Source: an optimization exercise on an open RTL-to-GDS flow (aim: small area, a short achievable clock period and few clock cycles). Production flows keep margins and buffers that such runs may drop.
Only simulation tests tie the RTL to the original design; equivalence was not proved.
No activity file was given, so power comes from the tool's default toggle rates.

==> flow/design.v (excerpt) <==
module timed_task_dispatcher_unit #(
    parameter int TASK_SLOTS = tdu_pkg::TASK_SLOTS_DEF
) (
    input  logic                        i_clk,
    input  logic                        i_rst_n,
    input  logic                        i_in_valid,
    output logic                        o_in_ready,
    input  logic [113:0]                i_in_data,
    output logic                        o_out_valid,
    input  logic                        i_out_ready,
    output logic [43:0]                 o_out_data,
    input  logic                        psel,
    input  logic                        penable,
    input  logic                        pwrite,
    input  logic [tdu_pkg::PADDR_W-1:0] paddr,
    input  logic [31:0]                 pwdata,
    output logic [31:0]                 prdata,
    output logic                        pready
);
    localparam int NS = 16;           
    localparam int RD = 2;            
    localparam int G  = 2 * RD;       
    localparam int NB = 8;            
    localparam int NP = 32 / NB;      
    typedef enum logic [0:0] {S_IDLE, S_RUN} t_state;
    function automatic logic [NS-1:0] lowest(input logic [NS-1:0] m);
        logic [NS-1:0] r;
        logic          f;
        r = '0;
        f = 1'b0;
        for (int i = 0; i < NS; i++) begin
            if (m[i] && !f) begin
                r[i] = 1'b1;
                f    = 1'b1;
            end
        end
        lowest = r;
    endfunction
    function automatic logic [3:0] enc(input logic [NS-1:0] oh);
        logic [3:0] r;
        r = '0;
        for (int i = 0; i < NS; i++) if (oh[i]) r = r | 4'(i);
        enc = r;
    endfunction
    function automatic logic [5:0] bitlen32(input logic [31:0] x);
        logic [5:0] r;
        r = '0;
        for (int i = 0; i < 32; i++) if (x[i]) r = 6'(i + 1);
        bitlen32 = r;
    endfunction
    function automatic logic [4:0] popc(input logic [NS-1:0] x);
        logic [4:0] r;
        r = '0;
        for (int i = 0; i < NS; i++) r = r + 5'(x[i]);
        popc = r;
    endfunction
    t_state               st_q;
    logic [7:0]           hpl_q;
    logic [15:0]          tp_q;
    logic [NS-1:0]        v_q;
    logic [NS-1:0][3:0]   lid_q;
    logic [NS-1:0][7:0]   tag_q;
    logic [NS-1:0][31:0]  due_q;
    logic [NS-1:0][7:0]   pri_q;
    logic [NS-1:0]        rep_q;
  ...
For scale: ~13000 cells after synthesis.
Settings: LEC_CHECK=0, CAP_MARGIN=20, CORE_MARGIN=2, CORE_UTILIZATION=60, SETUP_SLACK_MARGIN=2.0, SLEW_MARGIN=30; clock period 10.0 ns.
run.sh (not shown) runs the stock make flow with config.mk's settings and CLKGATE_MAP_FILE= SYNTH_SCRIPT=/design/flow/synth_recipe.tcl, a recipe that flattens the netlist after the stock synthesis.
Testbench counts at the start, summed over its fixed seeds: cycles 26,156.
Change:
Settings changed: CORE_UTILIZATION 60 to 50, SETUP_SLACK_MARGIN 2.0 to 1.0.
The changed run finished with timing, DRC and antenna clean. Total power climbs by 0.59%. Sequential share of layout area is higher by 0.28 points. Count of clock-buffer cells in the layout went up by 36. Worst hold slack loses 0.014 ns. Wire length fell by 4.4%. Utilization shrinks by 12 points. First-iteration DRC count drops by 28%. Register-to-register slack degrades by 0.66 ns.
Change:
Settings changed: SETUP_SLACK_MARGIN 1.0 to 3.0.
Effect: The changed run completed without violations. Utilization is higher by 2.3 points. Clock skew is higher by 0.021 ns. Cell area is higher by a few percent. Worst hold slack degrades by 0.010 ns. Power is higher by a few percent. Via count is higher by a few percent. Worst setup slack improves by 0.40 ns. Cell count is higher by a few percent. Global-route usage is higher by 1.3 points. Sequential share of layout area is lower by 1.7 points. Count of clock-buffer cells in the layout is lower by 23.

Another version of the RTL of timed_task_dispatcher_unit (not shown whole).
For scale: roughly 13000 cells after synthesis, roughly 150000 um2 of cells after synthesis.
Settings: LEC_CHECK=0, CAP_MARGIN=20, CORE_MARGIN=2, CORE_UTILIZATION=60, CTS_BUF_LIST=sky130_fd_sc_hd__clkbuf_8, SETUP_SLACK_MARGIN=2.0, SLEW_MARGIN=30; clock period 10.0 ns.
The baseline completed without violations.
Testbench counts at the start, summed over its fixed seeds: cycles 25,982.
==> next run, changes <==
--- a/flow/config.mk
+++ b/flow/config.mk
@@ -8,6 +8,5 @@
 export CAP_MARGIN = 20
 export CORE_MARGIN = 2
-export CORE_UTILIZATION = 60
-export CTS_BUF_LIST = sky130_fd_sc_hd__clkbuf_8
+export CORE_UTILIZATION = 55
 export SETUP_SLACK_MARGIN = 2.0
 export SLEW_MARGIN = 30
=> Cell count grows by 0.87%. Setup slack is better by 0.23 ns. Area after synthesis stays the same. Total power grows by 6.5%.

exp/harbor:
Another version of the RTL of timed_task_dispatcher_unit (not shown whole).
Size in the first run: roughly 2,500 flip-flops, ~240 I/O pins, ~150,000 um^2 of cells after synthesis.
Settings: LEC_CHECK=0, CAP_MARGIN=20, CORE_MARGIN=2, CORE_UTILIZATION=58, CTS_CLUSTER_DIAMETER=125, CTS_CLUSTER_SIZE=19, SETUP_SLACK_MARGIN=2.0, SLEW_MARGIN=30; clock period 10.0 ns.
exp/harbor went all the way through synthesis, placement and routing and the layout is clean on timing, DRC and antenna.
Testbench counts of exp/harbor, summed over its fixed seeds: cycles 26,332.
The following lists how exp/willow was set up differently from exp/harbor:
-- flow/config.mk --
<<< exp/harbor, line 10
export CORE_UTILIZATION = 58
>>> exp/willow, line 10
export CORE_UTILIZATION = 55
<<< exp/harbor, line 13
export SETUP_SLACK_MARGIN = 2.0
>>> exp/willow, line 13
export SETUP_SLACK_MARGIN = 2.7
## What came out
- Changes observed in exp/willow relative to exp/harbor: sequential cell area share moved down; combinational power share moved up; arrival time of data at the critical path endpoint moved down.
- Total non-filler cell area in the finished layout (exp/willow over exp/harbor): increase, 2.2%
### exp/willow -> exp/juniper
-- flow/config.mk --
<<< exp/willow, line 11
export CTS_CLUSTER_DIAMETER = 125
export CTS_CLUSTER_SIZE = 19
export SETUP_SLACK_MARGIN = 2.7
>>> exp/juniper, line 11
export SETUP_SLACK_MARGIN = 2.0
==> run notes <==
- exp/juniper ended up with a lower switching share of power than exp/willow did.
- Between exp/willow and exp/juniper, the wire length of the first global-routing pass figures differ only marginally.
- Simple-gate portion of the synthesized area came out exactly the same in exp/juniper and exp/willow.
- Compared with exp/willow, in exp/juniper accumulated negative setup slack level; worst path setup slack after routing lost 0.34 ns.

## static timing again, ports no longer ideal
Ports are ideal in the flow. The routed layouts listed here were re-timed in OpenROAD.
Step 1, drivers: a clkbuf_16 drives i_clk and a buf_2 each remaining input, both assumed.
Step 2 adds t to the input delays and takes it off the output delays; t is the mean of the earliest and latest rising clock arrival at the registers after step 1. Input paths then give back, and output paths get back, about the clock's delay inside the block.
Three values: no drivers, after step 1, after step 2; two values: the first two.
| run | t, ns | setup slack, ns | latest minus earliest clock arrival (ns) | worst slew at a driven data input, ns | cell pins on the clock port's net |
|---|---|---|---|---|---|
| the first run of note 1 | 1.105 | 1.822 / 1.822 / 1.822 | 0.198 / 0.198 | 0.25 | 1 |
| the second run of note 1 | 1.031 | 1.165 / 1.165 / 1.165 | 0.086 / 0.086 | 0.21 | 1 |
| the third run of note 1 | 1.008 | 1.560 / 1.560 / 1.560 | 0.108 / 0.108 | 0.18 | 1 |
| the first run of note 2 | 1.248 | 1.560 / 1.560 / 0.887 | 0.213 / 0.213 | 0.18 | 1 |
| the second run of note 2 | 1.016 | 1.790 / 1.790 / 1.060 | 0.079 / 0.079 | 0.22 | 1 |
| exp/harbor | 0.986 | 1.978 / 2.056 / 1.076 | 0.143 / 0.143 | 0.23 | 1 |
| exp/willow | 1.018 | 2.372 / 2.372 / 1.559 | 0.114 / 0.113 | 0.21 | 1 |
| exp/juniper | 1.044 | 2.036 / 2.036 / 1.091 | 0.110 / 0.110 | 0.52 | 1 |
After both steps every run listed still meets setup and hold. The setup slack of exp/juniper, which loses most, moves by 0.000 ns with the drivers and by -0.945 ns with both steps.
